Context: an optimization exercise on an open-source flow, tuned for a short achievable clock period and few clock cycles. The choices shown serve that exercise and are no tape-out recipe. In this exercise RTL edits were held to simulation tests only and were not proved equivalent to the original. No activity file was given, so power comes from the tool's default toggle rates.

`constraint.sdc`:
```
create_clock -name core_clock -period 7.0 [get_ports {clk}]
set_input_delay 1.4000 -clock core_clock [delete_from_list [all_inputs] [get_ports {clk}]]
set_output_delay 1.4000 -clock core_clock [all_outputs]
set_load 0.01 [all_outputs]
```
`run.sh`:
```
#!/bin/bash
# synth_recipe.tcl (not shown) runs the flow's synth.tcl, then flattens the netlist and writes it again
# the make line also repeats each setting of config.mk as NAME=value (left out here)
make -C /OpenROAD-flow-scripts/flow DESIGN_CONFIG=/design/flow/config.mk WORK_HOME=/design/flow/orfs CLKGATE_MAP_FILE= SYNTH_SCRIPT=/design/flow/synth_recipe.tcl finish
```
`design.v`:
```
`default_nettype none
package mips_pkg;
    typedef enum logic [5:0] {
        OP_RTYPE = 6'h00,
        OP_BEQ   = 6'h04,
        OP_ADDI  = 6'h08,
        OP_LW    = 6'h23,
        OP_SW    = 6'h2b
    } opcode_e;
    typedef enum logic [5:0] {
        FN_ADD = 6'h20,
        FN_SUB = 6'h22,
        FN_AND = 6'h24,
        FN_OR  = 6'h25,
        FN_SLT = 6'h2a
    } funct_e;
    typedef enum logic [2:0] {
        ALU_ADD = 3'd0,
        ALU_SUB = 3'd1,
        ALU_AND = 3'd2,
        ALU_OR  = 3'd3,
        ALU_SLT = 3'd4
    } alu_op_e;
    typedef enum logic [1:0] {
        FWD_RF  = 2'b00,
        FWD_WB  = 2'b01,
        FWD_MEM = 2'b10
    } fwd_sel_e;
    typedef struct packed {
        opcode_e                      opcode;
        logic [5-1:0]  rs;
        logic [5-1:0]  rt;
        logic [5-1:0]  rd;
        logic [4:0]                   shamt;
        funct_e                       funct;
    } r_fmt_t;
    typedef struct packed {
        opcode_e                      opcode;
        logic [5-1:0]  rs;
        logic [5-1:0]  rt;
        logic [15:0]                  imm;
    } i_fmt_t;
    typedef union packed {
        r_fmt_t r_fmt;
        i_fmt_t i_fmt;
    } instr_u;
    typedef struct packed {
        logic    reg_write;
        logic    mem_to_reg;
        logic    mem_write;
        logic    branch;
        logic    alu_src_imm;
        logic    reg_dst_rd;
        alu_op_e alu_op;
    } ctrl_t;
    typedef struct packed {
        instr_u                 instr;
        logic [$clog2(256)-1:0]  pc_next;
    } if_id_t;
    typedef struct packed {
        ctrl_t                        ctrl;
        logic [32-1:0]        rd1;
        logic [32-1:0]        rd2;
        logic [32-1:0]        imm;
        logic [5-1:0]  rs;
        logic [5-1:0]  rt;
        logic [5-1:0]  dst;
    } id_ex_t;
    typedef struct packed {
        logic                         reg_write;
        logic                         mem_to_reg;
        logic                         mem_write;
        logic [32-1:0]        alu_result;
        logic [32-1:0]        store_data;
        logic [5-1:0]  dst;
    } ex_mem_t;
    typedef struct packed {
        logic                         reg_write;
        logic                         mem_to_reg;
        logic [32-1:0]        alu_result;
        logic [32-1:0]        load_data;
        logic [5-1:0]  dst;
    } mem_wb_t;
    typedef struct packed {
        logic                   wr_en;
        logic                   rd_en;
        logic [32-1:0]  addr;
        logic [32-1:0]  wdata;
    } dmem_req_t;
endpackage
`default_nettype wire
`timescale 1ns/1ns
`default_nettype none
module hazard_unit (
    input  logic [5-1:0] rs_id
    ,input  logic [5-1:0] rt_id
    ,input  logic [5-1:0] dst_ex
    ,input  logic [5-1:0] dst_mem
    ,input  logic [5-1:0] dst_wb
    ,input  logic [5-1:0] dst_wb2
    ,input  logic [5-1:0] dst_wb3
    ,output logic                        rs_hits_ex
    ,output logic                        rt_hits_ex
    ,output logic                        rs_from_mem
    ,output logic                        rs_from_wb
    ,output logic                        rs_from_wb2
    ,output logic                        rs_from_wb3
    ,output logic                        rs_from_rf
    ,output logic                        rt_from_mem
    ,output logic                        rt_from_wb
    ,output logic                        rt_from_wb2
    ,output logic                        rt_from_wb3
    ,output logic                        rt_from_rf
);
    logic rs_mem, rt_mem, rs_wb, rt_wb, rs_wb2, rt_wb2, rs_wb3, rt_wb3;
    assign rs_hits_ex = (dst_ex  != '0) && (dst_ex  == rs_id);
    assign rt_hits_ex = (dst_ex  != '0) && (dst_ex  == rt_id);
    assign rs_mem     = (dst_mem != '0) && (dst_mem == rs_id);
    assign rt_mem     = (dst_mem != '0) && (dst_mem == rt_id);
    assign rs_wb      = (dst_wb  != '0) && (dst_wb  == rs_id);
    assign rt_wb      = (dst_wb  != '0) && (dst_wb  == rt_id);
    assign rs_wb2     = (dst_wb2 != '0) && (dst_wb2 == rs_id);
    assign rt_wb2     = (dst_wb2 != '0) && (dst_wb2 == rt_id);
    assign rs_wb3     = (dst_wb3 != '0) && (dst_wb3 == rs_id);
    assign rt_wb3     = (dst_wb3 != '0) && (dst_wb3 == rt_id);
    assign rs_from_mem = rs_mem;
    assign rs_from_wb  = !rs_mem && rs_wb;
    assign rs_from_wb2 = !rs_mem && !rs_wb && rs_wb2;
    assign rs_from_wb3 = !rs_mem && !rs_wb && !rs_wb2 && rs_wb3;
    assign rs_from_rf  = !rs_mem && !rs_wb && !rs_wb2 && !rs_wb3;
    assign rt_from_mem = rt_mem;
    assign rt_from_wb  = !rt_mem && rt_wb;
    assign rt_from_wb2 = !rt_mem && !rt_wb && rt_wb2;
    assign rt_from_wb3 = !rt_mem && !rt_wb && !rt_wb2 && rt_wb3;
    assign rt_from_rf  = !rt_mem && !rt_wb && !rt_wb2 && !rt_wb3;
endmodule
`default_nettype wire
`timescale 1ns/1ns
`default_nettype none
module control_decoder (
    input  logic [31:0]                  instr,
    output logic                         is_alu,      
    output logic                         is_slt,
    output logic                         is_addi,
    output logic                         is_lw,
    output logic                         is_sw,
    output logic                         is_beq,
    output logic                         op_sub,      
    output logic                         op_and,
    output logic                         op_or,
    output logic                         uses_rs,
    output logic                         uses_rt,
    output logic [5-1:0]  dst          
);
    logic [5:0] opcode;
    logic [5:0] funct;
    logic       rtype;
    assign opcode = instr[31:26];
    assign funct  = instr[5:0];
    assign rtype  = (opcode == 6'h00);
    always_comb begin
        is_alu = 1'b0;
        is_slt = 1'b0;
        op_sub = 1'b0;
        op_and = 1'b0;
        op_or  = 1'b0;
        if (rtype) begin
            case (funct)
                6'h20: is_alu = 1'b1;
                6'h22: begin is_alu = 1'b1; op_sub = 1'b1; end
                6'h24: begin is_alu = 1'b1; op_and = 1'b1; end
                6'h25: begin is_alu = 1'b1; op_or  = 1'b1; end
                6'h2a: begin is_slt = 1'b1; op_sub = 1'b1; end
                default: ;
            endcase
        end
    end
    assign is_addi = (opcode == 6'h08);
    assign is_lw   = (opcode == 6'h23);
    assign is_sw   = (opcode == 6'h2b);
    assign is_beq  = (opcode == 6'h04);
    assign uses_rs = is_alu | is_slt | is_addi | is_lw | is_sw | is_beq;
    assign uses_rt = is_alu | is_slt | is_sw | is_beq;
    assign dst = (is_alu | is_slt) ? instr[15:11]
               : (is_addi | is_lw) ? instr[20:16]
               : '0;
endmodule
`default_nettype wire
`timescale 1ns/1ns
`default_nettype none
module register_file (
    input  logic                         clk,
    input  logic                         clear,
    input  logic [1:0]                   rd_lo1,      
    input  logic [1:0]                   rd_lo2,
    input  logic                         rd_hold,     
    output logic [7:0][32-1:0]   rd_part1,    
    output logic [7:0][32-1:0]   rd_part2,
    input  logic [32-1:1]    wr_sel,      
    input  logic [32-1:0]        wr_data
);
    logic [32-1:0] regs [1:32-1];
    always_ff @(posedge clk) begin
        for (int i = 1; i < 32; i++) begin
            if (clear)
                regs[i] <= '0;
            else if (wr_sel[i])
                regs[i] <= wr_data;
        end
    end
    logic [32-1:0]      view [32];
    logic [7:0][32-1:0] part1;
    logic [7:0][32-1:0] part2;
    assign view[0] = '0;
    for (genvar i = 1; i < 32; i++) begin : g_view
        assign view[i] = regs[i];
    end
    for (genvar j = 0; j < 8; j++) begin : g_part
        assign part1[j] = view[4*j + rd_lo1];
        assign part2[j] = view[4*j + rd_lo2];
    end
    always_ff @(posedge clk) begin
        if (!rd_hold) begin
            rd_part1 <= part1;
            rd_part2 <= part2;
        end
    end
endmodule
`default_nettype wire
`timescale 1ns/1ns
`default_nettype none
module ks_adder #(
    parameter int N = 32
) (
    input  logic [N-1:0] a,
    input  logic [N-1:0] b,
    input  logic         cin,
    output logic [N-1:0] sum
);
    localparam int LEVELS = $clog2(N);
    logic [N-1:0] g [LEVELS+1];
    logic [N-1:0] p [LEVELS+1];
    logic [N-1:0] carry;
    assign g[0] = a & b;
    assign p[0] = a ^ b;
    for (genvar l = 1; l <= LEVELS; l++) begin : g_level
        localparam int D = 1 << (l - 1);
        for (genvar i = 0; i < N; i++) begin : g_bit
            if (i >= D) begin : g_merge
                assign g[l][i] = g[l-1][i] | (p[l-1][i] & g[l-1][i-D]);
                assign p[l][i] = p[l-1][i] & p[l-1][i-D];
            end else begin : g_pass
                assign g[l][i] = g[l-1][i];
                assign p[l][i] = p[l-1][i];
            end
        end
    end
    assign carry = {g[LEVELS][N-2:0] | (p[LEVELS][N-2:0] & {(N-1){cin}}), cin};
    assign sum   = p[0] ^ carry;
endmodule
module alu (
    input  logic                   op_sum,    
    input  logic                   op_and,
    input  logic                   op_or,
    input  logic                   op_slt,
    input  logic [32-1:0]  sum,
    input  logic [32-1:0]  and_v,
    input  logic [32-1:0]  or_v,
    input  logic                   a_sign,
    input  logic                   b_sign,    
    output logic [32-1:0]  result
);
    localparam int N = 32;
    logic set_lt;
    assign set_lt = (a_sign == b_sign) ? a_sign : sum[N-1];
    assign result = ({N{op_sum}} & sum)
                  | ({N{op_and}} & and_v)
                  | ({N{op_or}}  & or_v)
                  | {{(N-1){1'b0}}, op_slt & set_lt};
endmodule
`default_nettype wire
`timescale 1ns/1ns
`default_nettype none
module mips_core (
    input  logic                   clk,
    input  logic                   reset,
    output logic [$clog2(256)-1:0]  imem_addr,
    input  logic [32-1:0]  imem_data,
    output logic                   dmem_wr_en,
    output logic                   dmem_rd_en,
    output logic [32-1:0]  dmem_addr,
    output logic [32-1:0]  dmem_wdata,
    input  logic [32-1:0]  dmem_rdata,
    output logic                   wb_valid,
    output logic [5-1:0] wb_addr,
    output logic [32-1:0]  wb_data
);
    localparam int XLEN = 32;
    localparam int PCW  = $clog2(256);
    localparam int RAW  = 5;
    localparam int NREG = 32;
    logic [PCW-1:0]  pc;            
    logic [PCW-1:0]  pc_plus1;      
    logic            reset_q;       
    logic [XLEN-1:0] d_instr;
    logic            d_valid;       
    logic [PCW-1:0]  d_pcn;         
    logic [7:0][XLEN-1:0] d_part1;  
    logic [7:0][XLEN-1:0] d_part2;  
    logic            e_op_sum;      
    logic            e_cin;         
    logic            e_op_and;
    logic            e_op_or;
    logic            e_op_slt;
    logic            e_load;
    logic            e_store;
    logic            e_br;          
    logic [PCW-1:0]  e_target;
    logic [PCW-1:0]  e_target_p1;
    logic [RAW-1:0]  e_dst;         
    logic [XLEN-1:0] e_a;           
    logic [XLEN-1:0] e_b;           
    logic [XLEN-1:0] e_z;           
    logic [XLEN-1:0] e_t;           
    logic            e_t_m;         
    logic            m_op_sum;
    logic            m_op_and;
    logic            m_op_or;
    logic            m_op_slt;
    logic [XLEN-1:0] m_sum;
    logic [XLEN-1:0] m_and;
    logic [XLEN-1:0] m_or;
    logic            m_a_sign;
    logic            m_b_sign;
    logic [XLEN-3:0] m_addr;        
    logic [XLEN-1:0] m_wdata;
    logic [RAW-1:0]  m_dst;
    logic            m_load;        
    logic            m_store;
    logic            m_load_wb;     
    logic            m_load_o;      
    logic [XLEN-1:0] m_result;      
    logic [XLEN-1:0] m_val;         
    logic [XLEN-1:0] w_res;
    logic [RAW-1:0]  w_dst;         
    logic [NREG-1:1] w_sel;         
    logic [XLEN-1:0] w_res_o;
    logic [RAW-1:0]  w_dst_o;
    logic            w_valid_o;
    logic [XLEN-1:0] w2_res;
    logic [RAW-1:0]  w2_dst;
    logic [XLEN-1:0] w3_res;
    logic [RAW-1:0]  w3_dst;
    logic            c_alu, c_slt, c_addi, c_lw, c_sw, c_beq;
    logic            c_uses_rs, c_uses_rt;
    logic [RAW-1:0]  c_dst;
    logic            d_alu, d_slt, d_addi, d_lw, d_sw, d_beq;
    logic            d_sub, d_and, d_or;
    logic            d_uses_rs, d_uses_rt;
    logic [RAW-1:0]  d_dst;
    logic [RAW-1:0]  d_rs;
    logic [RAW-1:0]  d_rt;
    logic [XLEN-1:0] d_imm;
    logic            d_imm_b;
    logic [PCW-1:0]  d_target;
    logic [PCW-1:0]  d_target_p1;
    logic            d_taken;
    logic [XLEN-1:0] rf_rd1;
    logic [XLEN-1:0] rf_rd2;
    logic            stall;
    logic            mispredict;
    logic            rs_hits_ex, rt_hits_ex;
    logic            a_mem, a_wb, a_wb2, a_wb3, a_rf;
    logic            t_mem, t_wb, t_wb2, t_wb3, t_rf;
    logic [7:0]      d_hi1;         
    logic [7:0]      d_hi2;         
    assign d_rs    = d_instr[25:21];
    assign d_rt    = d_instr[20:16];
    assign d_imm   = {{(XLEN-16){d_instr[15]}}, d_instr[15:0]};
    control_decoder i_control_decoder (
        .instr   (d_instr),
        .is_alu  (c_alu),
        .is_slt  (c_slt),
        .is_addi (c_addi),
        .is_lw   (c_lw),
        .is_sw   (c_sw),
        .is_beq  (c_beq),
        .op_sub  (d_sub),
        .op_and  (d_and),
        .op_or   (d_or),
        .uses_rs (c_uses_rs),
        .uses_rt (c_uses_rt),
        .dst     (c_dst)
    );
    assign d_alu     = d_valid & c_alu;
    assign d_slt     = d_valid & c_slt;
    assign d_addi    = d_valid & c_addi;
    assign d_lw      = d_valid & c_lw;
    assign d_sw      = d_valid & c_sw;
    assign d_beq     = d_valid & c_beq;
    assign d_uses_rs = d_valid & c_uses_rs;
    assign d_uses_rt = d_valid & c_uses_rt;
    assign d_dst     = d_valid ? c_dst : '0;
    assign d_imm_b   = d_addi | d_lw | d_sw;
    register_file i_register_file (
        .clk      (clk),
        .clear    (reset_q),
        .rd_lo1   (imem_data[22:21]),
        .rd_lo2   (imem_data[17:16]),
        .rd_hold  (stall),
        .rd_part1 (d_part1),
        .rd_part2 (d_part2),
        .wr_sel   (w_sel),
        .wr_data  (w_res)
    );
    always_comb begin
        rf_rd1 = '0;
        rf_rd2 = '0;
        for (int j = 0; j < 8; j++) begin
            rf_rd1 = rf_rd1 | ({XLEN{d_hi1[j]}} & d_part1[j]);
            rf_rd2 = rf_rd2 | ({XLEN{d_hi2[j]}} & d_part2[j]);
        end
    end
    hazard_unit i_hazard_unit (
        .rs_id       (d_rs),
        .rt_id       (d_rt),
        .dst_ex      (e_dst),
        .dst_mem     (m_dst),
        .dst_wb      (w_dst),
        .dst_wb2     (w2_dst),
        .dst_wb3     (w3_dst),
        .rs_hits_ex  (rs_hits_ex),
        .rt_hits_ex  (rt_hits_ex),
        .rs_from_mem (a_mem),
        .rs_from_wb  (a_wb),
        .rs_from_wb2 (a_wb2),
        .rs_from_wb3 (a_wb3),
        .rs_from_rf  (a_rf),
        .rt_from_mem (t_mem),
        .rt_from_wb  (t_wb),
        .rt_from_wb2 (t_wb2),
        .rt_from_wb3 (t_wb3),
        .rt_from_rf  (t_rf)
    );
    logic            d_same;
    logic            d_zero_ex;     
    logic            d_br_here;     
    logic            sum_is_zero;
    assign d_target    = d_pcn + d_instr[PCW-1:0];
    assign d_target_p1 = d_target + 1'b1;
    assign d_same      = (d_rs == d_rt);
    assign d_zero_ex   = e_op_sum
                         && (((d_rt == '0) && rs_hits_ex) || ((d_rs == '0) && rt_hits_ex));
    assign sum_is_zero = (e_z == '0);
    assign d_br_here   = d_same || d_zero_ex;
    assign d_taken     = d_beq && (d_same || (d_zero_ex && sum_is_zero));
    logic            f_alu, f_slt, f_addi, f_lw, f_sw, f_beq;
    logic            f_sub, f_and, f_or;
    logic            f_uses_rs, f_uses_rt;
    logic [RAW-1:0]  f_dst;
    logic [RAW-1:0]  f_rs;
    logic [RAW-1:0]  f_rt;
    logic            f_rs_hits_d, f_rt_hits_d;
    logic            f_zero_d;
    logic            f_stall;
    logic            d_op_sum;
    control_decoder i_fetch_decoder (
        .instr   (imem_data),
        .is_alu  (f_alu),
        .is_slt  (f_slt),
        .is_addi (f_addi),
        .is_lw   (f_lw),
        .is_sw   (f_sw),
        .is_beq  (f_beq),
        .op_sub  (f_sub),
        .op_and  (f_and),
        .op_or   (f_or),
        .uses_rs (f_uses_rs),
        .uses_rt (f_uses_rt),
        .dst     (f_dst)
    );
    assign f_rs        = imem_data[25:21];
    assign f_rt        = imem_data[20:16];
    assign d_op_sum    = (d_alu & ~d_and & ~d_or) | d_addi;
    assign f_rs_hits_d = (d_dst != '0) && (d_dst == f_rs);
    assign f_rt_hits_d = (d_dst != '0) && (d_dst == f_rt);
    assign f_zero_d    = d_op_sum && (((f_rt == '0) && f_rs_hits_d) || ((f_rs == '0) && f_rt_hits_d));
    assign f_stall     = !(f_beq && ((f_rs == f_rt) || f_zero_d))
                         && ((f_uses_rs && f_rs_hits_d) || (f_uses_rt && f_rt_hits_d && !f_sw));
    always_ff @(posedge clk) begin
        if (reset || mispredict || stall)
            stall <= 1'b0;
        else
            stall <= f_stall;
    end
    assign imem_addr = pc;
    always_ff @(posedge clk) begin
        if (reset)
            pc <= '0;
        else if (mispredict)
            pc <= e_target;
        else if (stall)
            pc <= d_pcn;
        else if (d_taken)
            pc <= d_target;
        else
            pc <= pc_plus1;
    end
    always_ff @(posedge clk) begin
        if (reset) begin
            pc_plus1 <= 8'd1;
        end else if (mispredict) begin
            pc_plus1 <= e_target_p1;
        end else if (!stall) begin
            if (d_taken)
                pc_plus1 <= d_target_p1;
            else
                pc_plus1 <= pc_plus1 + 1'b1;
        end
    end
    always_ff @(posedge clk) begin
        reset_q <= reset;
    end
    always_ff @(posedge clk) begin
        if (reset || mispredict)
            d_valid <= 1'b0;
        else if (!stall)
            d_valid <= 1'b1;
    end
    always_ff @(posedge clk) begin
        if (!stall) begin
            d_instr <= imem_data;
            d_pcn   <= pc_plus1;
        end
    end
    always_ff @(posedge clk) begin
        if (!stall) begin
            for (int j = 0; j < 8; j++) begin
                d_hi1[j] <= !reset_q && (imem_data[25:23] == 3'(j));
                d_hi2[j] <= !reset_q && (imem_data[20:18] == 3'(j));
            end
        end
    end
    always_ff @(posedge clk) begin
        if (reset || stall) begin
            e_op_sum <= 1'b0;
            e_cin    <= 1'b0;
            e_op_and <= 1'b0;
            e_op_or  <= 1'b0;
            e_op_slt <= 1'b0;
            e_load   <= 1'b0;
            e_store  <= 1'b0;
            e_br     <= 1'b0;
            e_dst    <= '0;
        end else begin
            e_op_sum <= d_op_sum;
            e_cin    <= d_sub;
            e_op_and <= d_and;
            e_op_or  <= d_or;
            e_op_slt <= d_slt;
            e_load   <= d_lw;
            e_store  <= d_sw;
            e_br     <= d_beq & ~d_br_here;
            e_dst    <= d_dst;
        end
    end
    logic b_inv;
    logic b_imm;
    assign b_inv = d_sub;
    assign b_imm = d_imm_b;
    logic [XLEN-1:0] next_a;
    logic [XLEN-1:0] next_b;
    assign next_a = ({XLEN{a_mem}} & m_val)  | ({XLEN{a_wb}} & w_res)
                  | ({XLEN{a_wb2}} & w2_res) | ({XLEN{a_wb3}} & w3_res)
                  | ({XLEN{a_rf}} & rf_rd1);
    always_ff @(posedge clk) begin
        e_z <= b_inv ? ~(next_a ^ next_b)
             : d_beq ? (next_a ^ next_b)
             : ((next_a ^ next_b) ^ {(next_a[XLEN-2:0] | next_b[XLEN-2:0]), 1'b0});
    end
    always_ff @(posedge clk) begin
        e_target    <= d_target;
        e_target_p1 <= d_target_p1;
        e_a <= next_a;
        e_b <= next_b;
    end
    always_comb begin
        next_b = ({XLEN{t_mem && !b_imm && !b_inv}} & m_val)
             | ({XLEN{t_mem && !b_imm &&  b_inv}} & ~m_val)
             | ({XLEN{t_wb  && !b_imm && !b_inv}} & w_res)
             | ({XLEN{t_wb  && !b_imm &&  b_inv}} & ~w_res)
             | ({XLEN{t_wb2 && !b_imm && !b_inv}} & w2_res)
             | ({XLEN{t_wb2 && !b_imm &&  b_inv}} & ~w2_res)
             | ({XLEN{t_wb3 && !b_imm && !b_inv}} & w3_res)
             | ({XLEN{t_wb3 && !b_imm &&  b_inv}} & ~w3_res)
             | ({XLEN{t_rf  && !b_imm && !b_inv}} & rf_rd2)
             | ({XLEN{t_rf  && !b_imm &&  b_inv}} & ~rf_rd2)
             | ({XLEN{b_imm}} & d_imm);
    end
    always_ff @(posedge clk) begin
        e_t <= ({XLEN{t_mem}} & m_val)  | ({XLEN{t_wb}} & w_res)
             | ({XLEN{t_wb2}} & w2_res) | ({XLEN{t_wb3}} & w3_res)
             | ({XLEN{t_rf}} & rf_rd2);
        e_t_m <= rt_hits_ex;
    end
    logic [XLEN-1:0] x_sum;
    ks_adder #(.N(XLEN)) i_adder (
        .a   (e_a),
        .b   (e_b),
        .cin (e_cin),
        .sum (x_sum)
    );
    assign mispredict = e_br && (e_z == '0);
    always_ff @(posedge clk) begin
        if (reset) begin
            m_load  <= 1'b0;
            m_store <= 1'b0;
            m_dst   <= '0;
        end else begin
            m_load  <= e_load;
            m_store <= e_store;
            m_dst   <= e_dst;
        end
    end
    always_ff @(posedge clk) begin
        m_op_sum  <= e_op_sum;
        m_op_and  <= e_op_and;
        m_op_or   <= e_op_or;
        m_op_slt  <= e_op_slt;
        m_sum     <= x_sum;
        m_and     <= e_a & e_b;
        m_or      <= e_a | e_b;
        m_a_sign  <= e_a[XLEN-1];
        m_b_sign  <= e_b[XLEN-1];
        m_addr    <= x_sum[XLEN-1:2];
        m_wdata   <= e_t_m ? m_val : e_t;
        m_load_wb <= e_load && (e_dst != '0);
        m_load_o  <= e_load;
    end
    alu i_alu (
        .op_sum (m_op_sum),
        .op_and (m_op_and),
        .op_or  (m_op_or),
        .op_slt (m_op_slt),
        .sum    (m_sum),
        .and_v  (m_and),
        .or_v   (m_or),
        .a_sign (m_a_sign),
        .b_sign (m_b_sign),
        .result (m_result)
    );
    assign m_val = m_load_wb ? dmem_rdata : m_result;
    assign dmem_wr_en = m_store;
    assign dmem_rd_en = m_load;
    assign dmem_addr  = {{2{1'b0}}, m_addr};
    assign dmem_wdata = m_wdata;
    always_ff @(posedge clk) begin
        if (reset) begin
            w_valid_o <= 1'b0;
            w_dst     <= '0;
            w_sel     <= '0;
            w2_dst    <= '0;
            w3_dst    <= '0;
        end else begin
            w_valid_o <= (m_dst != '0);
            w_dst     <= m_dst;
            for (int i = 1; i < NREG; i++)
                w_sel[i] <= (m_dst == RAW'(i));
            w2_dst    <= w_dst;
            w3_dst    <= w2_dst;
        end
    end
    always_ff @(posedge clk) begin
        w_res   <= m_val;
        w_res_o <= m_load_o ? dmem_rdata : m_result;
        w_dst_o <= m_dst;
        w2_res  <= w_res;
        w3_res  <= w2_res;
    end
    assign wb_valid = w_valid_o;
    assign wb_addr  = w_dst_o;
    assign wb_data  = w_res_o;
endmodule
`default_nettype wire
```
`config.mk`:
```
export PLATFORM = sky130hd
export DESIGN_NAME = mips_core
export DESIGN_NICKNAME = mips_core
export VERILOG_FILES = /design/flow/design.v
export SDC_FILE = /design/flow/constraint.sdc
export NUM_CORES = 4
export LEC_CHECK = 0
export ABC_CLOCK_PERIOD_IN_PS = 2000
export CAP_MARGIN = 20
export CORE_MARGIN = 2
export CORE_UTILIZATION = 30
export SETUP_SLACK_MARGIN = 4.2
export SLEW_MARGIN = 20
export TNS_END_PERCENT = 100
```
==> summary.txt, run 1 <==
The run finished with no timing, DRC or antenna violations. After floorplanning, the core was sized to cover 297,000 um^2. The area growth from synthesis to final layout came out at 19.2%. The layout net count came out at 7,741. Net switching fraction of the power: 22.4%.

The worst min-delay path class was flop to flop. Most frequently used cell type in the post-synthesis netlist: dfxtp_1. Number of global-route vias before repair: 61,200. The final antenna-violating net count is 0.

The data required time at the worst endpoint is 7.81 ns, and the overall routing resource usage is 19.1%. Sequential cells account for 50.0% of the total power. The worst path in the final design needs a cycle of 3.27 ns, including I/O delays and setup. The internal power of the cells totals 19.0 mW.

The completed layout was analyzed and its total power is 24.5 mW. The area share of the largest cell type after synthesis was 33.3%. Summing every instance area after synthesis gives 89,700 um^2. The run gives 0 as the residual overflow from global routing.

Synthesis produced a netlist whose cell count is 7,469. Of the total power, combinational logic draws 3.5%. The average wire per standard cell came out at 26.1 um.

The primary flip-flop cell chosen by synthesis mapping is dfxtp_1. Entering global routing, the biggest net connects 176 pins. At the worst endpoint, the arrival time is 4.08 ns.

For the pin with the worst max-slew slack, the measured transition is 1.23 ns. The number of endpoints with negative hold slack in the final report is 0. The count of final max-slew check failures came out at 0. The run gives 38.6 nW as the reported leakage power. For this run, the top clock speed supported by timing is 0.305 GHz. Max-cap violations in this run came to 0.

For this run, the share of the core covered by cells in the final layout is 36.0%. The tree is rooted in a clkbuf_16. Headroom to the max-slew limit came out at 17.8%.

The power per standard cell area works out to 229 nW/um^2. The clock reaches the later pin of the worst-skew pair after 0.89 ns. For this configuration, the core starts out at a cell density of 30.2%.

The count of buffers inserted at the top-level ports is 175. Traced cell by cell, the critical path runs through buf_6 > xor2_4 > nor3_4 > buf_6 > nand3_4 > buf_4 > a31oi_1 > o221a_2 > mux2i_2 > or2_4 > ha_1 > nor2_1 > a41o_1 > a21oi_1. The setup path with the least slack is of type flop to flop. Peak fanout along the critical path: 6. For this run, the number of standard cells in the final layout without fillers is 11,700. dfxtp_1 takes more of the synthesized area than any other cell.

Die footprint: 303,000 um^2. The capturing element type of the critical path is a flop. Total DRC errors in the routed layout: 0.

The run gives 430 mm as the first-pass GRT wire length. After synthesis, the share of flip-flops with an asynchronous set or reset is 0%. For the detailed-router iteration count before antenna repair, the log shows 6.

The number of synthesized flops with an enable pin is 568, and the final wirelength is 305 mm. Number of sinks handled by clock tree synthesis: 2,060. In the finished design, the share of the clock period the worst path needs comes to 46.8%.

The clock network burns 46.6% of the power. Among the stages of the critical path, the cell type that occurs most often is buf_6. Setup repair after global routing could not meet its margin everywhere. The clock passes through at most 3 buffers.

For the estimated wirelength of the detail-placed design, the log shows 174 mm. The buffering stage count on the worst path with inverters included is 3, and the overall via count from detail_route is 63,400. Share of final-layout standard cells stronger than drive strength 1: 24.3%. Critical path's largest stage delay: 0.41 ns. The logs give 0.875 for the final weighted congestion in routability-driven placement and 52.3% for the post-synthesis sequential area ratio. The run gives 13 as the initial antenna violation count. Clock tree synthesis inserted a total of 207 buffers. In this run the mean area of a mapped cell was 12.0 um^2. The commonest cells after synthesis are dfxtp_1, nor2_1, mux2i_1. The x dimension of the die is 551 um. Across the routed clock network, the largest skew measured is 0.0454 ns. The initialized floorplan defines 200 standard-cell rows.

After synthesis, the cell types taking the most area are dfxtp_1, edfxtp_1, mux2i_1. Including well taps, the total number of placed cells is 11,000. Dividing the detail-routed via count by the number of cells gives 5.42.

The slowest stage of the critical path is the edfxtp_1 cell. CTS built an H-tree with a depth of 4. Largest delay contributor family on the critical path: compound AO/OA/AOI/OAI gates. The floorplan step set the die height to 551 um.

After synthesis the netlist holds a flip-flop and latch count of 2,060. After the first detailed-routing iteration, the DRC count stood at 7,195. For this run, the number of Yosys warnings is 8. STA classifies the critical path startpoint as a flop. For the top-level I/O count, the log shows 178. The number of distinct library cells after synthesis was 100.

TritonCTS built the clock tree. Clock-pin slew was measured on the worst setup and hold paths at 0.07 ns. The worst hold slack came out at 0.327 ns. The worst-case IR drop observed on VDD is 0.248 mV.

Number of fill cells: 28,500. For this design the total switching power over the nets is 5.50 mW. Final count of negative-setup-slack endpoints: 0.
[kinds of logic (layout without fill, tap and decap cells)]
logic type / Yosys count / count (layout) / synth area share, %
xor+xnor: 167 / 167 / 1.64
other cells: 1 / 7 / 0.00418
simple gates: 1656 / 1666 / 7.90
buf+inv: 920 / 1191 / 4.13
mux: 1653 / 1653 / 24.9
fa+ha+maj: 107 / 107 / 1.51
flops: 2060 / 2060 / 52.3
compound gates: 905 / 905 / 7.64
[metrics by stage]
step / instance area (um^2) / worst slack, ns / TNS, ns
final: 107000 / 3.73 / 0
after global routing: 107000 / 3.65 / 0
after CTS: 104000 / 3.92 / 0
after detailed placement: 95100 / 2.99 / 0
after global placement: 95000 / 3.02 / 0
after floorplan: 90000 / -2.31 / -1334.12
[registers in the layout (all words and copies together) (netlist names), 32 cells and up]
name	count
w2_res	32
w3_res	32
m_and	32
m_wdata	32
w_res_o	32
i_register_file.rd_part2	256
e_z	32
d_instr	32
i_register_file.regs	992
e_b	32
w_res	32
m_or	32
e_a	32
i_register_file.rd_part1	256
e_t	32
[power by group through the flow]
| stage | Sequential [mW] | Clock [mW] | Combinational [mW] |
|---|---|---|---|
| floorplan | 12.5 | 0 | 0.483 |
| global route | 12.3 | 12.0 | 0.880 |
| global placement | 12.5 | 0 | 0.722 |
| finish | 12.3 | 11.4 | 0.846 |
| CTS | 12.3 | 11.6 | 0.793 |
| detailed placement | 12.5 | 0 | 0.725 |
[worst reg2reg max path, stage by stage (launching register included)]
cell	delay, ns
edfxtp_1	0.41
buf_6	0.17
xor2_4	0.16
nor3_4	0.31
buf_6	0.18
nand3_4	0.14
buf_4	0.20
a31oi_1	0.30
o221a_2	0.31
mux2i_2	0.10
or2_4	0.26
ha_1	0.28
nor2_1	0.05
a41o_1	0.22
a21oi_1	0.12
[routing by layer]
metal  vias up  GRT usage, %  wire, um  part of all wire, %
li1      27400             -         -                    -
met1     32000          25.2    124000                   41
met2      3271          30.4    139000                   45
met3       745          3.60     27400                  9.0
met4         0          8.59     15200                  5.0
met5         -             0         0                    0
[layout make-up]
class | instances | area (um^2) | share of cell area, %
sequential | 2060 | 47100 | 44.0
multi-input combinational | 4500 | 41300 | 38.6
clock buffer | 317 | 6110 | 5.71
timing repair buffer | 592 | 5820 | 5.44
tap | 3939 | 4930 | 4.61
clock inverter | 74 | 950 | 0.888
inverter | 207 | 781 | 0.730
antenna | 5 | 12.5 | 0.0117
timing repair inverter | 1 | 5.00 | 0.00468
[cells in the final DEF, fill, tap and decap left out, types with 111 or more instances in the layout]
master,instances
mux4_2,448
mux2i_1,1049
inv_1,196
mux2_2,128
nor2_1,1154
a22o_1,111
buf_4,276
nand2_1,166
clkbuf_16,225
dfxtp_1,1413
a22oi_1,166
edfxtp_1,568
[worst paths after layout]
kind	startpoint	endpoint	slack, ns	cells past startpoint
max reg2reg	d_instr[17]$_DFFE_PN_	e_z[9]$_DFF_P_	3.73	14
min	e_op_and$_SDFF_PP0_	m_op_and$_DFF_P_	0.33	0
max	d_instr[17]$_DFFE_PN_	e_z[9]$_DFF_P_	3.73	14
min reg2reg	e_op_and$_SDFF_PP0_	m_op_and$_DFF_P_	0.33	0
[what timing repair did]
item                                    in CTS  in global routing
endpoints found under the hold margin        0                  0
pin swaps                                   86                111
cloned                                      16                 13
hold buffers                                 0                  0
endpoints found under the setup margin     455                293
resized for setup                          747                287
buffers inserted                           146                101
Testbench counts, summed over its fixed seeds: cycles 21,606.
==> run 2, diff against run 1 <==
--- a/design.v
+++ b/design.v
@@ -124,14 +124,14 @@
     assign rs_wb3     = (dst_wb3 != '0) && (dst_wb3 == rs_id);
     assign rt_wb3     = (dst_wb3 != '0) && (dst_wb3 == rt_id);
-    assign rs_from_mem = rs_mem;
-    assign rs_from_wb  = !rs_mem && rs_wb;
-    assign rs_from_wb2 = !rs_mem && !rs_wb && rs_wb2;
-    assign rs_from_wb3 = !rs_mem && !rs_wb && !rs_wb2 && rs_wb3;
-    assign rs_from_rf  = !rs_mem && !rs_wb && !rs_wb2 && !rs_wb3;
-    assign rt_from_mem = rt_mem;
-    assign rt_from_wb  = !rt_mem && rt_wb;
-    assign rt_from_wb2 = !rt_mem && !rt_wb && rt_wb2;
-    assign rt_from_wb3 = !rt_mem && !rt_wb && !rt_wb2 && rt_wb3;
-    assign rt_from_rf  = !rt_mem && !rt_wb && !rt_wb2 && !rt_wb3;
+    assign rs_from_mem = !rs_hits_ex && rs_mem;
+    assign rs_from_wb  = !rs_hits_ex && !rs_mem && rs_wb;
+    assign rs_from_wb2 = !rs_hits_ex && !rs_mem && !rs_wb && rs_wb2;
+    assign rs_from_wb3 = !rs_hits_ex && !rs_mem && !rs_wb && !rs_wb2 && rs_wb3;
+    assign rs_from_rf  = !rs_hits_ex && !rs_mem && !rs_wb && !rs_wb2 && !rs_wb3;
+    assign rt_from_mem = !rt_hits_ex && rt_mem;
+    assign rt_from_wb  = !rt_hits_ex && !rt_mem && rt_wb;
+    assign rt_from_wb2 = !rt_hits_ex && !rt_mem && !rt_wb && rt_wb2;
+    assign rt_from_wb3 = !rt_hits_ex && !rt_mem && !rt_wb && !rt_wb2 && rt_wb3;
+    assign rt_from_rf  = !rt_hits_ex && !rt_mem && !rt_wb && !rt_wb2 && !rt_wb3;
 endmodule
 `default_nettype wire
@@ -371,5 +371,5 @@
     logic            mispredict;
     logic            rs_hits_ex, rt_hits_ex;
-    logic            a_mem, a_wb, a_wb2, a_wb3, a_rf;
+    logic            a_mem, a_wb, a_wb2, a_wb3, a_rf;      
     logic            t_mem, t_wb, t_wb2, t_wb3, t_rf;
     logic [7:0]      d_hi1;         
@@ -486,5 +486,5 @@
     assign f_rt_hits_d = (d_dst != '0) && (d_dst == f_rt);
     assign f_zero_d    = d_op_sum && (((f_rt == '0) && f_rs_hits_d) || ((f_rs == '0) && f_rt_hits_d));
-    assign f_stall     = !(f_beq && ((f_rs == f_rt) || f_zero_d))
+    assign f_stall     = !(f_beq && ((f_rs == f_rt) || f_zero_d)) && !(d_and || d_or)
                          && ((f_uses_rs && f_rs_hits_d) || (f_uses_rt && f_rt_hits_d && !f_sw));
     always_ff @(posedge clk) begin
@@ -571,7 +571,74 @@
     logic [XLEN-1:0] next_a;
     logic [XLEN-1:0] next_b;
-    assign next_a = ({XLEN{a_mem}} & m_val)  | ({XLEN{a_wb}} & w_res)
-                  | ({XLEN{a_wb2}} & w2_res) | ({XLEN{a_wb3}} & w3_res)
-                  | ({XLEN{a_rf}} & rf_rd1);
+    logic [XLEN-1:0] x_logic;
+    assign x_logic = ({XLEN{e_op_and}} & (e_a & e_b)) | ({XLEN{e_op_or}} & (e_a | e_b));
+    logic [RAW-1:0]  n_rs, n_rt;
+    logic [RAW-1:0]  nx_dst;
+    logic            nx_logic;
+    logic            n_imm_b, n_inv;
+    logic            n_rs_ex, n_rt_ex;
+    logic            n_a_mem, n_a_wb, n_a_wb2, n_a_wb3, n_a_rf;
+    logic            n_t_mem, n_t_wb, n_t_wb2, n_t_wb3, n_t_rf;
+    logic            s_a_ex, s_a_mem, s_a_wb, s_a_wb2, s_a_wb3, s_a_rf;
+    logic            s_t_mem, s_t_wb, s_t_wb2, s_t_wb3, s_t_rf;
+    logic            s_bp_ex, s_bp_mem, s_bp_wb, s_bp_wb2, s_bp_wb3, s_bp_rf;
+    logic            s_bn_ex, s_bn_mem, s_bn_wb, s_bn_wb2, s_bn_wb3, s_bn_rf;
+    logic            s_b_imm;
+    assign n_rs     = stall ? d_rs : imem_data[25:21];
+    assign n_rt     = stall ? d_rt : imem_data[20:16];
+    assign nx_dst   = stall ? '0 : d_dst;
+    assign nx_logic = !stall && d_valid && (d_and || d_or);
+    assign n_imm_b  = stall ? d_imm_b : (f_addi || f_lw || f_sw);
+    assign n_inv    = stall ? d_sub : f_sub;
+    hazard_unit i_next_sources (
+        .rs_id       (n_rs),
+        .rt_id       (n_rt),
+        .dst_ex      (nx_dst),
+        .dst_mem     (e_dst),
+        .dst_wb      (m_dst),
+        .dst_wb2     (w_dst),
+        .dst_wb3     (w2_dst),
+        .rs_hits_ex  (n_rs_ex),
+        .rt_hits_ex  (n_rt_ex),
+        .rs_from_mem (n_a_mem),
+        .rs_from_wb  (n_a_wb),
+        .rs_from_wb2 (n_a_wb2),
+        .rs_from_wb3 (n_a_wb3),
+        .rs_from_rf  (n_a_rf),
+        .rt_from_mem (n_t_mem),
+        .rt_from_wb  (n_t_wb),
+        .rt_from_wb2 (n_t_wb2),
+        .rt_from_wb3 (n_t_wb3),
+        .rt_from_rf  (n_t_rf)
+    );
+    always_ff @(posedge clk) begin
+        s_a_ex   <= n_rs_ex && nx_logic;
+        s_a_mem  <= n_a_mem;
+        s_a_wb   <= n_a_wb;
+        s_a_wb2  <= n_a_wb2;
+        s_a_wb3  <= n_a_wb3;
+        s_a_rf   <= n_a_rf;
+        s_t_mem  <= n_t_mem;
+        s_t_wb   <= n_t_wb;
+        s_t_wb2  <= n_t_wb2;
+        s_t_wb3  <= n_t_wb3;
+        s_t_rf   <= n_t_rf;
+        s_bp_ex  <= n_rt_ex && nx_logic && !n_imm_b && !n_inv;
+        s_bp_mem <= n_t_mem && !n_imm_b && !n_inv;
+        s_bp_wb  <= n_t_wb  && !n_imm_b && !n_inv;
+        s_bp_wb2 <= n_t_wb2 && !n_imm_b && !n_inv;
+        s_bp_wb3 <= n_t_wb3 && !n_imm_b && !n_inv;
+        s_bp_rf  <= n_t_rf  && !n_imm_b && !n_inv;
+        s_bn_ex  <= n_rt_ex && nx_logic && !n_imm_b &&  n_inv;
+        s_bn_mem <= n_t_mem && !n_imm_b &&  n_inv;
+        s_bn_wb  <= n_t_wb  && !n_imm_b &&  n_inv;
+        s_bn_wb2 <= n_t_wb2 && !n_imm_b &&  n_inv;
+        s_bn_wb3 <= n_t_wb3 && !n_imm_b &&  n_inv;
+        s_bn_rf  <= n_t_rf  && !n_imm_b &&  n_inv;
+        s_b_imm  <= n_imm_b;
+    end
+    assign next_a = ({XLEN{s_a_ex}} & x_logic) | ({XLEN{s_a_mem}} & m_val)  | ({XLEN{s_a_wb}} & w_res)
+                  | ({XLEN{s_a_wb2}} & w2_res) | ({XLEN{s_a_wb3}} & w3_res)
+                  | ({XLEN{s_a_rf}} & rf_rd1);
     always_ff @(posedge clk) begin
         e_z <= b_inv ? ~(next_a ^ next_b)
@@ -586,20 +653,16 @@
     end
     always_comb begin
-        next_b = ({XLEN{t_mem && !b_imm && !b_inv}} & m_val)
-             | ({XLEN{t_mem && !b_imm &&  b_inv}} & ~m_val)
-             | ({XLEN{t_wb  && !b_imm && !b_inv}} & w_res)
-             | ({XLEN{t_wb  && !b_imm &&  b_inv}} & ~w_res)
-             | ({XLEN{t_wb2 && !b_imm && !b_inv}} & w2_res)
-             | ({XLEN{t_wb2 && !b_imm &&  b_inv}} & ~w2_res)
-             | ({XLEN{t_wb3 && !b_imm && !b_inv}} & w3_res)
-             | ({XLEN{t_wb3 && !b_imm &&  b_inv}} & ~w3_res)
-             | ({XLEN{t_rf  && !b_imm && !b_inv}} & rf_rd2)
-             | ({XLEN{t_rf  && !b_imm &&  b_inv}} & ~rf_rd2)
-             | ({XLEN{b_imm}} & d_imm);
-    end
-    always_ff @(posedge clk) begin
-        e_t <= ({XLEN{t_mem}} & m_val)  | ({XLEN{t_wb}} & w_res)
-             | ({XLEN{t_wb2}} & w2_res) | ({XLEN{t_wb3}} & w3_res)
-             | ({XLEN{t_rf}} & rf_rd2);
+        next_b = ({XLEN{s_bp_ex}}  & x_logic) | ({XLEN{s_bn_ex}}  & ~x_logic)
+               | ({XLEN{s_bp_mem}} & m_val)   | ({XLEN{s_bn_mem}} & ~m_val)
+               | ({XLEN{s_bp_wb}}  & w_res)   | ({XLEN{s_bn_wb}}  & ~w_res)
+               | ({XLEN{s_bp_wb2}} & w2_res)  | ({XLEN{s_bn_wb2}} & ~w2_res)
+               | ({XLEN{s_bp_wb3}} & w3_res)  | ({XLEN{s_bn_wb3}} & ~w3_res)
+               | ({XLEN{s_bp_rf}}  & rf_rd2)  | ({XLEN{s_bn_rf}}  & ~rf_rd2)
+               | ({XLEN{s_b_imm}}  & d_imm);
+    end
+    always_ff @(posedge clk) begin
+        e_t <= ({XLEN{s_t_mem}} & m_val)  | ({XLEN{s_t_wb}} & w_res)
+             | ({XLEN{s_t_wb2}} & w2_res) | ({XLEN{s_t_wb3}} & w3_res)
+             | ({XLEN{s_t_rf}} & rf_rd2);
         e_t_m <= rt_hits_ex;
     end
==> run 2 against run 1 <==
Compared with the run above:
- register-to-register slack improved by 0.33 ns
- worst setup slack improved by 0.33 ns
- hold slack improved by 0.013 ns
- cell count decreased by 2.2%
- highest routed layer is now met5
- wire length decreased by 3.3%
- first-iteration DRC count decreased by 2.7%
- sequential power about the same
- power increased by 2.2%
==> summary.txt, run 2 <==
The achievable frequency is 0.340 GHz (+11%), and the number of synthesized flops with an enable pin is 568 (unchanged). The run gives 30.1% (-0.054 points) as the initial cell density of the core. The synthesis warning total came out at 8 (unchanged). The largest registers in the layout are i_register_file.regs (992), i_register_file.rd_part1 (256), i_register_file.rd_part2 (256). The critical path arrival was 3.71 ns (-0.37 ns); the count of buffers inserted at the top-level ports was 175 (unchanged). The overall die height is 550 um (-0.17%). The library cells used most frequently in the layout, excluding fill and tap cells, are dfxtp_1, mux2i_1, nor2_1. The total core area was 297,000 um^2 (-0.17%). The residual overflow from global routing was 0 (unchanged); the overall via count from detail_route was 61,700 (-2.6%). The primary flip-flop cell chosen by synthesis mapping is dfxtp_1. The tools report the die footprint as 302,000 um^2 (-0.34%). The clock-pin slew on the worst setup and hold paths was 0.07 ns (about the same). The mean post-synth cell area was 12.1 um^2 (+0.95%); the estimated wirelength of the detail-placed design was 170 mm (-2.4%).

Endpoint of the worst hold-timing path: m_op_slt$_DFF_P_. The maximum vdd ir drop came out at 0.288 mV (+16%). The number of fill cells came out at 28,800 (+1.0%). The tools report the synthesized instance count as 7,373 (-1.3%). The tools report the number of endpoints with negative hold slack in the final report as 0 (unchanged). Setup repair after global routing could not meet its margin everywhere.

The area of the mapped netlist was 89,400 um^2 (-0.35%). For the combined flip-flop and latch cell area, the log shows 47,500 um^2 (+0.74%). The largest total area in the synthesized netlist belongs to dfxtp_1. The final weighted congestion in routability-driven placement was 0.866 (-0.99%).

The number of distinct library cells after synthesis was 82 (-18%); the area share of the largest cell type after synthesis was 33.8% (+0.54 points). Cell depth of the worst hold path: 0 (unchanged). The flow ran to the end and the layout has no timing, DRC or antenna violations. The highest layer used for signal routing was met5. The worst setup path is of the flop to flop kind. For the count of standard-cell rows, the log shows 200 (unchanged). The reported max-cap violation count is 0 (unchanged). The slew at the pin with the worst max-slew slack was 1.25 ns (+0.0126 ns); the detailed-router iteration count before antenna repair was 9 (+3). The run gives 178 (unchanged) as the top-level I/O count. Counting instances in the post-synthesis netlist gives the leading cell types as dfxtp_1, mux2i_1, nor2_1. The setup slack at placement was 2.97 ns (-0.0189 ns). The number of DRC violations after detailed-routing iteration 0 came out at 7,002 (-2.7%). The via-per-instance ratio came out at 5.40 (-0.45%). The post-layout minimum cycle time was 2.94 ns (-0.332 ns); the final count of negative-setup-slack endpoints was 0 (unchanged). The run gives 7,457 (-3.7%) as the layout net count.

The total area of multi-input combinational cells came out at 39,300 um^2 (-4.7%). The share of final-layout standard cells stronger than drive strength 1 was 19.2% (-5.2 points). The H-tree depth reported by CTS is 4 (unchanged), and the proportion of register bits with asynchronous set or reset after synthesis is 0% (unchanged). The largest buffer count on any clock path was 3 (unchanged); the x dimension of the die was 550 um (-0.17%). The overall routing resource usage came out at 18.8% (-0.28 points). CTS placed an instance of clkbuf_16 at the clock tree root. The logs give 133 mm (-4.4%) for the length of routed met2 wiring and 60,900 (-0.47%) for the number of global-route vias before repair. Number of sinks handled by clock tree synthesis: 2,079 (+0.92%). Cell with the largest stage delay on the worst path: buf_8. TritonCTS built the clock tree. The post-route worst setup slack was 4.06 ns (+0.332 ns); the count of state elements after synthesis was 2,079 (+0.92%). The worst setup path is captured at a flop.

The run gives 34.9% (-1.1 points) as the share of the core filled with cells. The data required time at the worst endpoint is 7.77 ns (-0.04 ns), and the total DRC errors in the routed layout is 0 (unchanged). The category of the worst setup path launch point is a flop.

The logic depth of the worst register-to-register path was 11 (-3). The tools report the maximum number of pins on one net before global-route repair as 210 (+19%). i_register_file.regs holds more flip-flops than any other register. The initial antenna violation count is 9 (-4). Worst hold slack: 0.340 ns (+0.0134 ns). The worst min-delay path class was flop to flop. dfxtp_1 is the most common cell in the netlist. The peak fanout along the critical path was 20 (+14). The setup clock skew after layout is 0.0313 ns (-0.0141 ns), and the area growth from synthesis to final layout is 15.8%. The power per standard cell area was 242 nW/um^2 (+5.6%); the count of final max-slew check failures was 0 (unchanged).

The worst hold path begins at e_op_slt$_SDFF_PP0_. The run gives 28.0 mm (+2.5%) as the met3 routed wirelength. The first-pass GRT wire length is 423 mm (-1.6%). The final antenna-violating net count is 0 (unchanged). Walking the worst path, the cells encountered are buf_4 > buf_8 > a22oi_1 > nand4_1 > buf_4 > mux2i_1 > and4_1 > ha_4 > o21ai_4 > xnor2_2 > xnor2_2.

For the summed negative setup slack over all endpoints, the log shows 0 ns (unchanged). The tools report the reported leakage power as 36.8 nW (-4.6%). Leaving out fill and tap cells, the most frequent cell in the layout is dfxtp_1.

The reg-to-reg endpoint was e_z[31]$_DFF_P_. The tools report the number of placed instances, taps included as 10,900 (-0.67%). The critical path's largest stage delay was 0.42 ns (about the same).

The worst register-to-register path begins at d_hi2[2]$_DFFE_PN_. For the filler-free cell count of the finished design, the log shows 11,400 (-2.2%). The clock latency on the worst-skew pair is 0.88 ns (about the same), and the flip-flop count of the largest register after layout is 992 (unchanged).

The average wire per standard cell was 25.8 um (-1.2%). The run gives 295 mm (-3.3%) as the final wirelength. In the post-synthesis netlist, the biggest area contributors are dfxtp_1, edfxtp_1, mux2i_1. The slack of the worst reg-to-reg path came out at 4.06 ns (+0.33 ns). The share of the clock period used by the worst path is 42.0% (-4.7 points), and the post-synthesis sequential area ratio is 52.9% (+0.61 points). The sum of routed wire segments on met1 was 122 mm (-1.5%); the number of buffers created by CTS was 212 (+2.4%). The normalized max-slew margin came out at 16.9% (-0.84 points).
run 2: metal layers:
layer | track usage [%] | vias to the layer above
met1 | 24.9 | 31200
met3 | 4.01 | 664
li1 | - | 26800
met2 | 29.7 | 3015
met5 | 0 | -
met4 | 8.06 | 4
run 2: worst max-delay path by stage:
| stage | cells after the start | startpoint | endpoint | slack [ns] |
|---|---|---|---|---|
| final | 11 | d_hi2[2]$_DFFE_PN_ | e_z[31]$_DFF_P_ | 4.06 |
| after global routing | 10 | d_hi1[2]$_DFFE_PN_ | e_z[31]$_DFF_P_ | 3.99 |
| after CTS | 10 | d_hi1[0]$_DFFE_PN_ | e_z[31]$_DFF_P_ | 3.92 |
| after detailed placement | 6 | imem_data[21] | i_register_file.rd_part1[21]$_DFFE_PN_ | 2.97 |
| after global placement | 4 | imem_data[16] | i_register_file.rd_part2[113]$_DFFE_PN_ | 3.03 |
| after floorplan | 8 | imem_data[17] | s_bn_rf$_DFF_P_ | 4.07 |
run 2: cell families after synthesis:
logic type | after synthesis | share of synthesized area [%]
adder cells (fa/ha/maj) | 78 | 1.11
AND/OR/NAND/NOR | 1705 | 8.22
flip-flops | 2079 | 52.9
buffers and inverters | 838 | 3.66
other | 1 | 0.00419
multiplexers | 1799 | 26.6
XOR/XNOR | 156 | 1.53
AO/OA/AOI/OAI | 717 | 5.98
run 2: per-stage QoR:
stage	power [mW]	cell area (um^2)
floorplan	13.1	89600
global placement	13.4	94900
detailed placement	13.4	94900
CTS	25.2	103000
global route	25.7	104000
finish	25.1	104000
run 2: layout make-up:
class                      count  area share (%)
tap                         3939            4.76
antenna                        2         0.00483
timing repair buffer         430            3.76
clock buffer                 320            6.09
inverter                     133           0.498
multi-input combinational   4458            38.0
sequential                  2079            45.8
clock inverter                82            1.04
run 2: timing repair:
| item | in CTS | in global routing |
|---|---|---|
| pin swaps | 16 | 57 |
| cloned | 4 | 4 |
| resized for setup | 569 | 99 |
| hold buffers | 0 | 0 |
| endpoints found under the setup margin | 600 | 269 |
| buffers inserted | 22 | 60 |
run 2: where the power goes:
group | leakage, nW | internal [mW] | switching, mW
registers | 19.2 | 12.3 | 0.0550
clock network | 3.60 | 6.92 | 4.97
logic | 14.1 | 0.272 | 0.526
run 2: worst max-delay path, delay by kind of cell, from the launching register on:
family,cells,cell delay (ns)
buf+inv,3,1.00
fa+ha+maj,1,0.20
simple gates,2,0.41
mux,1,0.19
compound gates,2,0.24
flops,1,0.34
xor+xnor,2,0.40
Testbench counts of run 2, summed over its fixed seeds: cycles 21,402.
==> run 3, diff against run 2 <==
--- a/design.v
+++ b/design.v
@@ -321,5 +321,6 @@
     logic [XLEN-1:0] e_a;           
     logic [XLEN-1:0] e_b;           
-    logic [XLEN-1:0] e_z;           
+    logic [XLEN-1:0] e_x;           
+    logic [XLEN-1:0] e_o;           
     logic [XLEN-1:0] e_t;           
     logic            e_t_m;         
@@ -452,5 +453,6 @@
     assign d_zero_ex   = e_op_sum
                          && (((d_rt == '0) && rs_hits_ex) || ((d_rs == '0) && rt_hits_ex));
-    assign sum_is_zero = (e_z == '0);
+    assign sum_is_zero = e_cin ? (e_x == '1)
+                               : ((e_x ^ {e_o[XLEN-2:0], 1'b0}) == '0);
     assign d_br_here   = d_same || d_zero_ex;
     assign d_taken     = d_beq && (d_same || (d_zero_ex && sum_is_zero));
@@ -642,7 +644,6 @@
                   | ({XLEN{s_a_rf}} & rf_rd1);
     always_ff @(posedge clk) begin
-        e_z <= b_inv ? ~(next_a ^ next_b)
-             : d_beq ? (next_a ^ next_b)
-             : ((next_a ^ next_b) ^ {(next_a[XLEN-2:0] | next_b[XLEN-2:0]), 1'b0});
+        e_x <= next_a ^ next_b;
+        e_o <= next_a | next_b;
     end
     always_ff @(posedge clk) begin
@@ -674,5 +675,5 @@
         .sum (x_sum)
     );
-    assign mispredict = e_br && (e_z == '0);
+    assign mispredict = e_br && (e_x == '0);
     always_ff @(posedge clk) begin
         if (reset) begin
==> run 3 against run 2 <==
Compared with the run above:
- first-iteration DRC count shrank 1.7%
- area after synthesis grew 1.4%
- power grew 0.27%
- sequential power is essentially flat
- hold slack lost 0.012 ns
- count of clock-buffer cells in the layout grew 28
- design area grew 0.29%
- fmax grew 5.2%
- largest power group unchanged
- critical endpoint is now e_x[13]$_DFF_P_
- global-route usage shrank 0.15 points
- non-clock buffer count shrank 53
==> summary.txt, run 3 <==
The worst setup path is captured at a flop. Critical path's largest stage delay: 0.57 ns (+0.15 ns). The logs give 2.78 ns (-0.195 ns) for the setup slack at placement and 88 (+7.3%) for the number of distinct library cells after synthesis. The number of endpoints with negative hold slack in the final report came out at 0 (unchanged).

The die footprint is 307,000 um^2 (+1.4%). The mean post-synth cell area works out to 12.2 um^2 (+0.52%). STA classifies the critical path startpoint as a flop.

The signal on the critical path passes through buf_4 > buf_4 > a22oi_1 > nand4_1 > mux2i_1 > and4b_1 > ha_1. The peak fanout along the critical path is 18 (-10%). Final non-filler cell area: 104,000 um^2 (+0.29%). The share of the clock period used by the worst path was 40.0% (-2.1 points). The power consumption was 25.1 mW (+0.27%); the number of DRC violations after detailed-routing iteration 0 was 6,882 (-1.7%). The count of buffers inserted at the top-level ports came out at 175 (unchanged). The root buffer cell chosen for the clock tree is clkbuf_16. For this run, the leading register cell type out of synthesis is dfxtp_1.

The maximum number of pins on one net before global-route repair was 215 (+2.4%); the area of the mapped netlist was 90,600 um^2 (+1.4%). Post-synthesis sequential area ratio: 52.9% (about the same). The run gives 0 (unchanged) as the total DRC errors in the routed layout. dfxtp_1 takes more of the synthesized area than any other cell. Cell area after placement: 96,000 um^2 (+1.2%). Top-level I/O count: 178 (unchanged). The overall die height was 554 um (+0.68%). By count the netlist is led by dfxtp_1, mux2i_1, nor2_1. Cell with the largest stage delay on the worst path: buf_4.

The reported max-cap violation count was 0 (unchanged); the number of synthesized flops with an enable pin was 568 (unchanged). The flip-flop count of the largest register after layout came out at 992 (unchanged). The register with the highest flop count was i_register_file.regs. The area share of the largest cell type after synthesis was 34.1% (+0.23 points); the detailed-router iteration count before antenna repair was 9 (unchanged). The residual overflow from global routing was 0 (unchanged); the adder-cell share of the synthesized area was 1.49% (+0.39 points). The total core area is 300,000 um^2 (+1.2%). The run gives 18.6% (+1.6 points) as the normalized max-slew margin. The x dimension of the die was 554 um (+0.68%).

The post-synthesis simple-gate area fraction is 8.25% (+0.026 points), and the final wirelength is 296 mm (+0.47%). Sorting the synthesized cells by area gives the leading types as dfxtp_1, edfxtp_1, mux2i_1. The final weighted congestion in routability-driven placement came out at 0.896 (+3.5%).

The clock-pin slew on the worst setup and hold paths works out to 0.06 ns (about the same). The run finished with no timing, DRC or antenna violations. The run gives 0.357 GHz (+5.2%) as the achievable frequency. The path class of the tightest hold or removal check is flop to flop. The count of final max-slew check failures came out at 0 (unchanged). The overall via count from detail_route was 61,800 (+0.11%); the share of final-layout standard cells stronger than drive strength 1 was 18.7% (-0.48 points).

Overall routing resource usage: 18.7% (-0.15 points). The tools report the post-cts hold buffer count as 0 (unchanged). The xor and xnor area share after synthesis is 1.20% (-0.33 points). The slew at the pin with the worst max-slew slack is 1.22 ns (-0.0245 ns). Data required time at the worst endpoint: 7.75 ns (-0.02 ns). The post-route worst setup slack is 4.20 ns (+0.145 ns). Leaving out fill and tap cells, the most frequent cell in the layout is dfxtp_1. The tools report the H-tree depth reported by CTS as 4 (unchanged). Logic depth of the worst register-to-register path: 7 (-4).

The final antenna-violating net count was 0 (unchanged). After synthesis, the largest family of logic cells by area is multiplexers. The critical path arrival came out at 3.55 ns (-0.16 ns). TritonCTS built the clock tree. The estimated wirelength of the detail-placed design was 174 mm (+2.3%); the final count of negative-setup-slack endpoints was 0 (unchanged).

The number of placed instances, taps included was 11,000 (+0.66%). The proportion of register bits with asynchronous set or reset after synthesis came out at 0% (unchanged). The setup path with the least slack is of type flop to flop. The logs give 7,512 (+0.74%) for the layout net count and 3 (unchanged) for the largest buffer count on any clock path. The tools report the reported leakage power as 37.4 nW (+1.7%).

In the layout the commonest cells are dfxtp_1, mux2i_1, nor2_1. The tools report the number of buffers created by CTS as 220 (+3.8%). The count of standard-cell rows came out at 201 (+0.50%). Setup repair after global routing could not meet its margin everywhere. The logs give 0.0453 ns (+0.0141 ns) for the setup clock skew after layout and 60,700 (-0.35%) for the number of global-route vias before repair. The average wire per standard cell is 25.8 um (about the same). The run gives 30.2% (+0.056 points) as the initial cell density of the core. The count of state elements after synthesis works out to 2,110 (+1.5%).

The power per standard cell area is 242 nW/um^2 (about the same), and the first-pass GRT wire length is 426 mm (+0.69%). The synthesized instance count came out at 7,435 (+0.84%). The cell seen most often among critical-path stages was buf_4.

The initial antenna violation count was 9 (unchanged); the post-layout minimum cycle time was 2.80 ns (-0.145 ns). The via-per-instance ratio came out at 5.38 (-0.34%). The number of sinks handled by clock tree synthesis was 2,110 (+1.5%). The synthesis warning total came out at 8 (unchanged). The area growth from synthesis to layout is 14.5%. The largest registers in the layout are i_register_file.regs (992), i_register_file.rd_part1 (256), i_register_file.rd_part2 (256). The tools report the clock latency on the worst-skew pair as 0.88 ns (about the same). The most common cell in the synthesized netlist is dfxtp_1. The cell depth of the worst hold path works out to 0 (unchanged). The tools report the summed negative setup slack over all endpoints as 0 ns (unchanged). The filler-free cell count of the finished design was 11,500 (+0.45%); the post-synthesis mux area share was 26.4% (-0.20 points). The compound-gate portion of the synthesized area was 5.77% (-0.22 points); the maximum vdd ir drop was 0.231 mV (-20%).
run 3: kinds of logic after synthesis:
family / Yosys count
adder cells (fa/ha/maj): 107
buffers and inverters: 916
multiplexers: 1810
AO/OA/AOI/OAI: 681
flip-flops: 2110
other: 1
AND/OR/NAND/NOR: 1686
XOR/XNOR: 124
run 3: final cells by class:
type                            count  area (um^2)
Antenna cell                        2         5.00
Clock buffer                      348         6620
Clock inverter                     68          713
Fill cell                       29100       196000
Inverter                          219          848
Multi-Input combinational cell   4411        39500
Sequential cell                  2110        48100
Tap cell                         3958         4950
Timing Repair Buffer              377         3130
Timing Repair inverter              1         16.3
run 3: worst paths after layout:
path | start | endpoint | slack, ns
worst max-delay path | d_hi2[7]$_DFFE_PN_ | e_x[13]$_DFF_P_ | 4.20
worst min register to register | e_op_slt$_SDFF_PP0_ | m_op_slt$_DFF_P_ | 0.33
worst min-delay path | e_op_slt$_SDFF_PP0_ | m_op_slt$_DFF_P_ | 0.33
worst max register to register | d_hi2[7]$_DFFE_PN_ | e_x[13]$_DFF_P_ | 4.20
run 3: metal layers:
layer / routed length (um) / share of wire [%] / GRT usage [%] / vias up
met5: 22 / 0.0074 / 0 / -
met4: 13500 / 4.6 / 8.25 / 4
met3: 26400 / 8.9 / 3.88 / 636
met2: 133000 / 45 / 29.5 / 3043
met1: 123000 / 42 / 24.6 / 31100
li1: - / - / - / 27000
run 3: where the power goes:
group          internal, mW  switching [mW]
Combinational         0.252           0.511
Clock                  6.84            4.97
Sequential             12.5          0.0527
Total                  19.6            5.53
run 3: what timing repair did:
action	CTS	global route
pin swaps	14	23
endpoints found under the setup margin	355	161
buffers inserted	19	33
resized for setup	538	51
cloned	1	2
run 3: worst max-delay path: cells and delay by family, from the launching register on:
kind | cells | cell delay, ns
adder cells (fa/ha/maj) | 1 | 0.24
multiplexers | 1 | 0.24
AND/OR/NAND/NOR | 2 | 0.72
flip-flops | 1 | 0.34
buffers and inverters | 2 | 0.95
AO/OA/AOI/OAI | 1 | 0.15
run 3: through the flow:
step	util [%]	hold slack, ns
floorplan	-	0.310
detailed placement	32.0	0.315
CTS	34.4	0.330
global route	34.6	0.351
global placement	32.0	0.316
finish	34.6	0.328
Testbench counts of run 3, summed over its fixed seeds: cycles 21,402.

separate check: timing with driven ports:
No port has a modelled driver above. Below, the same layouts with a new extraction and two added sets of constraints.
Step 1: set_driving_cell puts a clkbuf_16 on clk and a buf_2 on each other input, an assumption about the parent block.
Step 2 times the ports against the registers' clock, not the clock port: input delays grow and output delays shrink by t, the midpoint of the rising clock arrivals with the driver on.
Three values: no drivers, after step 1, after step 2; two values: the first two.
run	shift t [ns]	setup WS [ns]	latest minus earliest clock arrival (ns)
run 1	0.970	3.726 / 3.726 / 3.119	0.046 / 0.046
run 2	0.961	4.057 / 4.057 / 3.309	0.038 / 0.038
run 3	0.959	4.202 / 4.112 / 3.336	0.047 / 0.047
After both steps setup and hold are still met in every run listed. For run 3, which loses most, drivers alone change the setup slack by -0.090 ns; drivers and shift together by -0.866 ns.
